This design comes from an exercise in tuning for small area, a short achievable clock period and few clock cycles on the open sky130 flow, not from production work. RTL that was checked went through simulation tests only; none was proved equivalent to the original. Power and IR drop assume default switching activity.

## the reference run
==> module axi_bram2axis, before the edit <==
module axi_bram2axis #(
  parameter int AXI_DATA_WIDTH      = 512,
  parameter int AXI_XFER_SIZE_WIDTH = 32,
  parameter int BRAM_ADDR_WIDTH     = 32,
  parameter int BRAM_DATA_WIDTH     = 512,
  parameter int BRAM_DELAY          = 2,
  parameter int FIFO_DEPTH          = BRAM_DELAY + 2
) (
  input  logic                           clk,
  input  logic                           rst,
  input  logic                           i_bs2a_start,
  output logic                           o_bs2a_done,
  input  logic [AXI_XFER_SIZE_WIDTH-1:0] i_bs2a_data_size_bytes,
  output logic                           o_bs2a_rden,
  output logic [BRAM_ADDR_WIDTH-1:0]     o_bs2a_rdaddr,
  input  logic [BRAM_DATA_WIDTH-1:0]     i_bs2a_rddata,
  output logic                           m_axis_tvalid,
  input  logic                           m_axis_tready,
  output logic [AXI_DATA_WIDTH-1:0]      m_axis_tdata,
  output logic                           m_axis_tlast
);
  localparam int NW = AXI_XFER_SIZE_WIDTH - 6;
  logic          done_q;    
  logic          rden_q;    
  logic          vld_q;     
  logic          last_q;    
  logic [NW-1:0] w_q;       
  logic [NW-1:0] a_q;       
  logic [NW-1:0] n_q;       
  logic [NW-1:0] n_in, w_inc;
  logic          go, acc, is_last;
  assign n_in    = i_bs2a_data_size_bytes[AXI_XFER_SIZE_WIDTH-1:6];
  assign go      = i_bs2a_start && (n_in != '0);
  assign acc     = vld_q && m_axis_tready;
  assign w_inc   = w_q + NW'(1);
  assign is_last = (w_inc == n_q);
  assign o_bs2a_rden   = !done_q || go;
  assign o_bs2a_rdaddr = BRAM_ADDR_WIDTH'(m_axis_tready ? a_q : w_q);
  assign o_bs2a_done   = done_q;
  assign m_axis_tvalid = vld_q;
  assign m_axis_tdata  = i_bs2a_rddata;
  assign m_axis_tlast  = last_q;
  always_ff @(posedge clk) begin
    if (rst) begin
      done_q <= 1'b1;
      rden_q <= 1'b0;
      vld_q  <= 1'b0;
      w_q    <= '0;
      a_q    <= '0;
    end else begin
      rden_q <= o_bs2a_rden;
      vld_q  <= rden_q && !done_q && !acc;
      if (done_q) begin
        if (go) done_q <= 1'b0;
      end else if (acc) begin
        if (last_q) begin
          done_q <= 1'b1;
          w_q    <= '0;
          a_q    <= '0;
        end else begin
          w_q <= a_q;
        end
      end else if (!vld_q) begin
        a_q <= is_last ? w_q : w_inc;
      end
    end
  end
  always_ff @(posedge clk) begin
    if (done_q) n_q <= n_in;
    if (!vld_q) last_q <= is_last;
  end
endmodule
export LEC_CHECK = 0
export CAP_MARGIN = 20
export CORE_AREA = 5 5 385 385
export DIE_AREA = 0 0 390 390
export SETUP_SLACK_MARGIN = 2.6
export SLEW_MARGIN = 20
create_clock -name core_clock -period 5.0 [get_ports {clk}]
run.sh (not shown) runs the stock make flow with config.mk's settings and CLKGATE_MAP_FILE= SYNTH_SCRIPT=/design/flow/synth_recipe.tcl, a recipe that flattens the netlist after the stock synthesis.
diff inputs: the reference run => the trial run
--- a/flow/design.v
+++ b/flow/design.v
@@ -23,50 +23,49 @@
   logic          done_q;    
   logic          rden_q;    
   logic          vld_q;     
   logic          last_q;    
   logic [NW-1:0] w_q;       
-  logic [NW-1:0] a_q;       
-  logic [NW-1:0] n_q;       
-  logic [NW-1:0] n_in, w_inc;
-  logic          go, acc, is_last;
-  assign n_in    = i_bs2a_data_size_bytes[AXI_XFER_SIZE_WIDTH-1:6];
-  assign go      = i_bs2a_start && (n_in != '0);
-  assign acc     = vld_q && m_axis_tready;
-  assign w_inc   = w_q + NW'(1);
-  assign is_last = (w_inc == n_q);
+  logic [NW-1:0] rem_q;     
+  logic [NW-1:0] n_in;
+  logic          acc, adv, go;
+  assign n_in = i_bs2a_data_size_bytes[AXI_XFER_SIZE_WIDTH-1:6];
+  assign go   = i_bs2a_start && (n_in != '0);
+  assign acc  = vld_q && m_axis_tready;
+  assign adv  = acc && !last_q;
   assign o_bs2a_rden   = !done_q || go;
-  assign o_bs2a_rdaddr = BRAM_ADDR_WIDTH'(m_axis_tready ? a_q : w_q);
+  assign o_bs2a_rdaddr = BRAM_ADDR_WIDTH'(adv ? w_q + NW'(1) : w_q);
   assign o_bs2a_done   = done_q;
   assign m_axis_tvalid = vld_q;
   assign m_axis_tdata  = i_bs2a_rddata;
   assign m_axis_tlast  = last_q;
   always_ff @(posedge clk) begin
     if (rst) begin
       done_q <= 1'b1;
       rden_q <= 1'b0;
       vld_q  <= 1'b0;
       w_q    <= '0;
-      a_q    <= '0;
     end else begin
       rden_q <= o_bs2a_rden;
       vld_q  <= rden_q && !done_q && !acc;
       if (done_q) begin
         if (go) done_q <= 1'b0;
       end else if (acc) begin
         if (last_q) begin
           done_q <= 1'b1;
           w_q    <= '0;
-          a_q    <= '0;
         end else begin
-          w_q <= a_q;
+          w_q <= w_q + NW'(1);
         end
-      end else if (!vld_q) begin
-        a_q <= is_last ? w_q : w_inc;
       end
     end
   end
   always_ff @(posedge clk) begin
-    if (done_q) n_q <= n_in;
-    if (!vld_q) last_q <= is_last;
+    if (done_q) begin
+      rem_q  <= n_in;
+      last_q <= (n_in == NW'(1));
+    end else if (adv) begin
+      rem_q  <= rem_q - NW'(1);
+      last_q <= (rem_q == NW'(2));
+    end
   end
 endmodule
==> summary.txt <==
Compared with the reference run, in the trial run synthesized cell count dropped 15%; tightest hold margin -0.058 ns.
The trial run ended with less met1 layer wirelength in the final routing than the reference run.
The global-route wire length before repair number comes out lower for the trial run vs the reference run.
The trial run against the reference run: HPWL reported at the end of detailed placement shrank by 4000 um; clock group share of total power shrank by 5.9 points.
Testbench counts of the trial run, summed over its fixed seeds: cycles 13,371.
Only the layout flow was run in the reference run; the RTL was not checked for function there.

build 58:
Another version of the RTL of axi_bram2axis (not shown whole).
Size in the first run: roughly 1100 I/O pins, ~7200 um2 of cells after synthesis.
==> module axi_bram2axis, before the edit <==
module axi_bram2axis #(
  parameter int AXI_DATA_WIDTH      = 512,
  parameter int AXI_XFER_SIZE_WIDTH = 32,
  parameter int BRAM_ADDR_WIDTH     = 32,
  parameter int BRAM_DATA_WIDTH     = 512,
  parameter int BRAM_DELAY          = 2,
  parameter int FIFO_DEPTH          = BRAM_DELAY + 2
) (
  input  logic                           clk,
  input  logic                           rst,
  input  logic                           i_bs2a_start,
  output logic                           o_bs2a_done,
  input  logic [AXI_XFER_SIZE_WIDTH-1:0] i_bs2a_data_size_bytes,
  output logic                           o_bs2a_rden,
  output logic [BRAM_ADDR_WIDTH-1:0]     o_bs2a_rdaddr,
  input  logic [BRAM_DATA_WIDTH-1:0]     i_bs2a_rddata,
  output logic                           m_axis_tvalid,
  input  logic                           m_axis_tready,
  output logic [AXI_DATA_WIDTH-1:0]      m_axis_tdata,
  output logic                           m_axis_tlast
);
  localparam int NW = AXI_XFER_SIZE_WIDTH - 6;
  localparam int GW = 4;
  localparam int NG = (NW + GW - 1) / GW;
  logic          done_q;    
  logic          rden_q;    
  logic          vld_q;     
  logic          last_q;    
  logic [NG-1:0] en_q;      
  logic [NW-1:0] w_q;       
  logic [NW-1:0] rem_q;     
  logic [NW-1:0] n_in, nxt, cy, rem_dec, addr;
  logic          go, acc, vld_d, last_d, en_d;
  assign n_in = i_bs2a_data_size_bytes[AXI_XFER_SIZE_WIDTH-1:6];
  assign go   = i_bs2a_start && (n_in != '0);
  assign acc  = vld_q && m_axis_tready;
  assign vld_d  = rden_q && !done_q && !acc;
  assign last_d = vld_q ? last_q : (rem_q == NW'(1));
  assign en_d   = vld_d && !last_d;
  always_comb begin
    for (int i = 0; i < NW; i++) begin
      logic [NW-1:0] lo, glo;
      lo         = (NW'(1) << i) - NW'(1);
      glo        = lo & ~((NW'(1) << (i / GW * GW)) - NW'(1));
      cy[i]      = en_q[i / GW] && &(w_q | ~glo);
      rem_dec[i] = (&(~rem_q | ~lo)) ? ~rem_q[i] : rem_q[i];
    end
  end
  assign nxt = w_q ^ cy;
  axi_bram2axis_amux #(.W(NW)) u_amux (
    .sel(m_axis_tready), .c(cy), .b(w_q), .y(addr)
  );
  assign o_bs2a_rden   = !done_q;
  assign o_bs2a_rdaddr = BRAM_ADDR_WIDTH'(addr);
  assign o_bs2a_done   = done_q;
  assign m_axis_tvalid = vld_q;
  assign m_axis_tdata  = i_bs2a_rddata;
  assign m_axis_tlast  = last_q;
  always_ff @(posedge clk) begin
    if (rst) begin
      done_q <= 1'b1;
      rden_q <= 1'b0;
      vld_q  <= 1'b0;
      en_q   <= '0;
    end else begin
      rden_q <= o_bs2a_rden;
      vld_q  <= vld_d;
      for (int g = 0; g < NG; g++)
        en_q[g] <= en_d && &(w_q | ~((NW'(1) << (g * GW)) - NW'(1)));
      if (done_q) begin
        if (go) done_q <= 1'b0;
      end else if (acc && last_q) begin
        done_q <= 1'b1;
      end
    end
  end
  always_ff @(posedge clk) begin
    if (rst || done_q) w_q <= '0;
    else if (acc)      w_q <= nxt;
  end
  always_ff @(posedge clk) begin
    if (done_q)                rem_q <= n_in;
    else if (!vld_q && rden_q) rem_q <= rem_dec;
    last_q <= last_d;
  end
endmodule
export LEC_CHECK = 0
export CAP_MARGIN = 20
export CORE_AREA = 5 5 385 385
export CTS_BUF_LIST = sky130_fd_sc_hd__clkbuf_8
export CTS_CLUSTER_DIAMETER = 100
export CTS_CLUSTER_SIZE = 50
export DIE_AREA = 0 0 390 390
export SETUP_SLACK_MARGIN = 2.4
export SLEW_MARGIN = 20
export SYNTH_HIERARCHICAL = 1
export SYNTH_MINIMUM_KEEP_SIZE = 0
create_clock -name core_clock -period 5.0 [get_ports {clk}]
standard.sh (not shown) runs the stock make flow with config.mk's settings and CLKGATE_MAP_FILE= SYNTH_SCRIPT=/design/flow/synth_recipe.tcl, a recipe that flattens the netlist after the stock synthesis.
==> flow/flow/run.sh <==
#!/bin/bash
# The standard layout, with three changes:
# - the port buffers are buf_2 cells instead of the resizer's default (a slow
#   delay cell);
# - the control ports are kept together on one stretch of the bottom edge
#   (flow/pins.tcl), next to the logic between them;
# - the clock tree is built without dummy loads.
set -euo pipefail
export BUFFER_PORTS_ARGS="-buffer_cell sky130_fd_sc_hd__buf_2"
export PRE_IO_PLACEMENT_TCL="$PWD/flow/pins.tcl"
export CTS_ARGS="-sink_clustering_enable -repair_clock_nets -sink_clustering_size 50 -sink_clustering_max_diameter 100 -buf_list sky130_fd_sc_hd__clkbuf_8 -dont_use_dummy_load"
bash standard.sh > standard.log 2>&1
==> flow/flow/pins.tcl <==
# Keep the control ports on one stretch of the bottom edge.
set_io_pin_constraint -region bottom:145-245 -pin_names [get_ports {
  clk rst i_bs2a_start i_bs2a_data_size_bytes* o_bs2a_done o_bs2a_rden
  o_bs2a_rdaddr* m_axis_tvalid m_axis_tready m_axis_tlast}]
Changes in build 69 relative to build 58:
diff --git a/flow/design.v b/flow/design.v
--- a/flow/design.v
+++ b/flow/design.v
@@ -36,30 +36,30 @@
   logic          rden_q;    
   logic          vld_q;     
   logic          last_q;    
   logic [NG-1:0] en_q;      
   logic [NW-1:0] w_q;       
   logic [NW-1:0] rem_q;     
-  logic [NW-1:0] n_in, nxt, cy, rem_dec, addr;
-  logic          go, acc, vld_d, last_d, en_d;
+  logic [NW-1:0] n_in, cy, rem_dec, addr;
+  logic          go, acc, vld_d, last_d, en_d, rem_en;
   assign n_in = i_bs2a_data_size_bytes[AXI_XFER_SIZE_WIDTH-1:6];
   assign go   = i_bs2a_start && (n_in != '0);
   assign acc  = vld_q && m_axis_tready;
   assign vld_d  = rden_q && !done_q && !acc;
   assign last_d = vld_q ? last_q : (rem_q == NW'(1));
   assign en_d   = vld_d && !last_d;
+  assign rem_en = !vld_q && rden_q;
   always_comb begin
     for (int i = 0; i < NW; i++) begin
       logic [NW-1:0] lo, glo;
       lo         = (NW'(1) << i) - NW'(1);
       glo        = lo & ~((NW'(1) << (i / GW * GW)) - NW'(1));
       cy[i]      = en_q[i / GW] && &(w_q | ~glo);
-      rem_dec[i] = (&(~rem_q | ~lo)) ? ~rem_q[i] : rem_q[i];
+      rem_dec[i] = rem_q[i] ^ (rem_en && &(~rem_q | ~lo));
     end
   end
-  assign nxt = w_q ^ cy;
   axi_bram2axis_amux #(.W(NW)) u_amux (
     .sel(m_axis_tready), .c(cy), .b(w_q), .y(addr)
   );
   assign o_bs2a_rden   = !done_q;
   assign o_bs2a_rdaddr = BRAM_ADDR_WIDTH'(addr);
   assign o_bs2a_done   = done_q;
@@ -83,14 +83,13 @@
         done_q <= 1'b1;
       end
     end
   end
   always_ff @(posedge clk) begin
     if (rst || done_q) w_q <= '0;
-    else if (acc)      w_q <= nxt;
+    else               w_q <= addr;
   end
   always_ff @(posedge clk) begin
-    if (done_q)                rem_q <= n_in;
-    else if (!vld_q && rden_q) rem_q <= rem_dec;
+    rem_q  <= done_q ? n_in : rem_dec;
     last_q <= last_d;
   end
 endmodule
==> summary.txt <==
- Summary — wire length on met3, build 69 relative to build 58: lower, by 4200 um.
- Delta (build 69 minus build 58): fraction of the core area covered by cells at the end of the flow shows a reduction of 0.25 points, total routed wirelength shows a reduction of 8400 um, post-synthesis area per instance shows a reduction of 1.6%, total power divided by cell area shows an increase of about 1.9%.
- Going from build 58 to build 69, maximum VDD drop shrinks by 0.023 mV.
- Final worst slack in build 69 is 25 ps lower than in build 58
- The clock network area share was comparable across build 69 and build 58.
- [build 69] area used by sequential logic in the layout fell 270 um2 relative to build 58
- Build 69 against build 58; finished layout cell area is down by a few percent.
- Compared with build 58, build 69 shows number of cells produced by synthesis lower by 36.
- Proportion of layout cells with a drive suffix above 1 in build 69 vs build 58: down 0.47 points
Testbench counts of build 69, summed over its fixed seeds: cycles 13,562.
For build 58, only the layout was checked, not whether the RTL still works.

rev 12:
axi_bram2axis, a different RTL version from the one above (not shown whole).
Size in the first run: about 1000 cells after synthesis, roughly 1100 I/O pins, ~8100 um2 of cells after synthesis.
==> module axi_bram2axis, before the edit <==
module axi_bram2axis #(
  parameter int AXI_DATA_WIDTH      = 512,
  parameter int AXI_XFER_SIZE_WIDTH = 32,
  parameter int BRAM_ADDR_WIDTH     = 32,
  parameter int BRAM_DATA_WIDTH     = 512,
  parameter int BRAM_DELAY          = 2,
  parameter int FIFO_DEPTH          = BRAM_DELAY + 2
) (
  input  logic                           clk,
  input  logic                           rst,
  input  logic                           i_bs2a_start,
  output logic                           o_bs2a_done,
  input  logic [AXI_XFER_SIZE_WIDTH-1:0] i_bs2a_data_size_bytes,
  output logic                           o_bs2a_rden,
  output logic [BRAM_ADDR_WIDTH-1:0]     o_bs2a_rdaddr,
  input  logic [BRAM_DATA_WIDTH-1:0]     i_bs2a_rddata,
  output logic                           m_axis_tvalid,
  input  logic                           m_axis_tready,
  output logic [AXI_DATA_WIDTH-1:0]      m_axis_tdata,
  output logic                           m_axis_tlast
);
  localparam int NW = AXI_XFER_SIZE_WIDTH - 6;
  logic          done_q;    
  logic          rden_q;    
  logic          vld_q;     
  logic          last_q;    
  logic [NW-1:0] w_q;       
  logic [NW-1:0] a_q;       
  logic [NW-1:0] rem_q;     
  logic [NW-1:0] n_in, w_inc, rem_dec;
  logic          go, acc;
  assign n_in = i_bs2a_data_size_bytes[AXI_XFER_SIZE_WIDTH-1:6];
  assign go   = i_bs2a_start && (n_in != '0);
  assign acc  = vld_q && m_axis_tready;
  always_comb begin
    for (int i = 0; i < NW; i++) begin
      logic [NW-1:0] lo;
      lo         = (NW'(1) << i) - NW'(1);
      w_inc[i]   = (&(w_q | ~lo))    ? ~w_q[i]   : w_q[i];
      rem_dec[i] = (&(~rem_q | ~lo)) ? ~rem_q[i] : rem_q[i];
    end
  end
  assign o_bs2a_rden   = !done_q;
  assign o_bs2a_rdaddr = BRAM_ADDR_WIDTH'(m_axis_tready ? a_q : w_q);
  assign o_bs2a_done   = done_q;
  assign m_axis_tvalid = vld_q;
  assign m_axis_tdata  = i_bs2a_rddata;
  assign m_axis_tlast  = last_q;
  always_ff @(posedge clk) begin
    if (rst) begin
      done_q <= 1'b1;
      rden_q <= 1'b0;
      vld_q  <= 1'b0;
    end else begin
      rden_q <= o_bs2a_rden;
      vld_q  <= rden_q && !done_q && !acc;
      if (done_q) begin
        if (go) done_q <= 1'b0;
      end else if (acc && last_q) begin
        done_q <= 1'b1;
      end
    end
  end
  always_ff @(posedge clk) begin
    if (rst || done_q) begin
      w_q <= '0;
      a_q <= '0;
    end else if (acc) begin
      if (!last_q) w_q <= a_q;
    end else if (!vld_q && rden_q) begin
      a_q <= (rem_q == NW'(1)) ? w_q : w_inc;
    end
  end
  always_ff @(posedge clk) begin
    if (done_q)               rem_q <= n_in;
    else if (acc && !last_q)  rem_q <= rem_dec;
    if (!vld_q) last_q <= (rem_q == NW'(1));
  end
endmodule
clock: 5.0 ns
lec_check: 0
cap_margin: 20
core_area: 5 5 385 385
cts_buf_list: sky130_fd_sc_hd__clkbuf_8
cts_cluster_diameter: 100
cts_cluster_size: 50
die_area: 0 0 390 390
setup_slack_margin: 2.5
slew_margin: 20
==> flow/flow/run.sh <==
#!/bin/bash
# The standard layout, with two changes: the port buffers are buf_2 cells
# instead of the resizer's default (a slow delay cell), and the control ports
# are kept together on one stretch of the bottom edge (flow/pins.tcl), next to
# the logic between them. The data ports are placed freely as before.
set -euo pipefail
export BUFFER_PORTS_ARGS="-buffer_cell sky130_fd_sc_hd__buf_2"
export PRE_IO_PLACEMENT_TCL="$PWD/flow/pins.tcl"
bash standard.sh > standard.log 2>&1
Scripts as last shown in full above: flow/flow/pins.tcl
Testbench counts of rev 12, summed over its fixed seeds: cycles 13,562.
Changes in rev 13 relative to rev 12:
--- a/flow/design.v
+++ b/flow/design.v
@@ -62,18 +62,17 @@
     end
   end
   always_ff @(posedge clk) begin
-    if (rst || done_q) begin
+    if (rst) begin
       w_q <= '0;
       a_q <= '0;
-    end else if (acc) begin
-      if (!last_q) w_q <= a_q;
-    end else if (!vld_q && rden_q) begin
-      a_q <= (rem_q == NW'(1)) ? w_q : w_inc;
+    end else begin
+      if (acc) w_q <= a_q;
+      if (!vld_q && rden_q && !done_q) a_q <= (rem_q == NW'(1)) ? '0 : w_inc;
     end
   end
   always_ff @(posedge clk) begin
-    if (done_q)               rem_q <= n_in;
-    else if (acc && !last_q)  rem_q <= rem_dec;
+    if (done_q)                      rem_q <= n_in;
+    else if (!vld_q && rden_q)       rem_q <= rem_dec;
     if (!vld_q) last_q <= (rem_q == NW'(1));
   end
 endmodule
==> summary.txt <==
- Going from rev 12 to rev 13, routability-driven placement congestion ratio grows by about 13%.
- Worst setup slack after placement came out higher on rev 13 than on rev 12.
- [rev 13] number of global-route vias before repair fell 401 relative to rev 12
- Rev 13 against rev 12: cell count after placement -14, sequential share of cell area +0.72 points, horizontal extent of the die ~0 delta.
- Against rev 12, leakage power total in rev 13 rose slightly.
- Any difference in final hold violation count between rev 12 and rev 13 is small enough to ignore.
Testbench counts of rev 13, summed over its fixed seeds: cycles 13,562.

-- static timing again, ports no longer ideal --
Ports are ideal in the flow. The routed layouts listed here were re-timed in OpenROAD.
Step 1: set_driving_cell puts a clkbuf_16 on clk and a buf_2 on each other input, an assumption about the parent block.
Step 2 also shifts input and output timing later by t, the mid clock arrival at the registers, as if the neighbouring blocks saw the same clock.
Slacks: ideal ports / drivers / drivers and shift; pairs: ideal ports / drivers.
run	t (ns)	setup WS [ns]	latest minus earliest clock arrival (ns)	worst register clock-pin slew, ns	worst slew at a driven data input, ns
the reference run	0.445	1.501 / 1.434 / 1.434	0.020 / 0.021	0.08 / 0.08	0.41
the trial run	0.390	1.708 / 1.649 / 1.649	0.014 / 0.014	0.09 / 0.09	0.36
build 58	0.368	2.454 / 2.308 / 2.308	0.014 / 0.014	0.07 / 0.07	0.40
build 69	0.366	2.430 / 2.269 / 2.269	0.025 / 0.025	0.07 / 0.07	0.33
rev 12	0.402	2.415 / 2.119 / 1.944	0.012 / 0.012	0.09 / 0.09	0.36
rev 13	0.398	2.406 / 2.123 / 2.123	0.016 / 0.016	0.09 / 0.09	0.36
After both steps every run listed still meets setup and hold. For rev 12, which loses most, drivers alone change the setup slack by -0.296 ns; drivers and shift together by -0.471 ns.
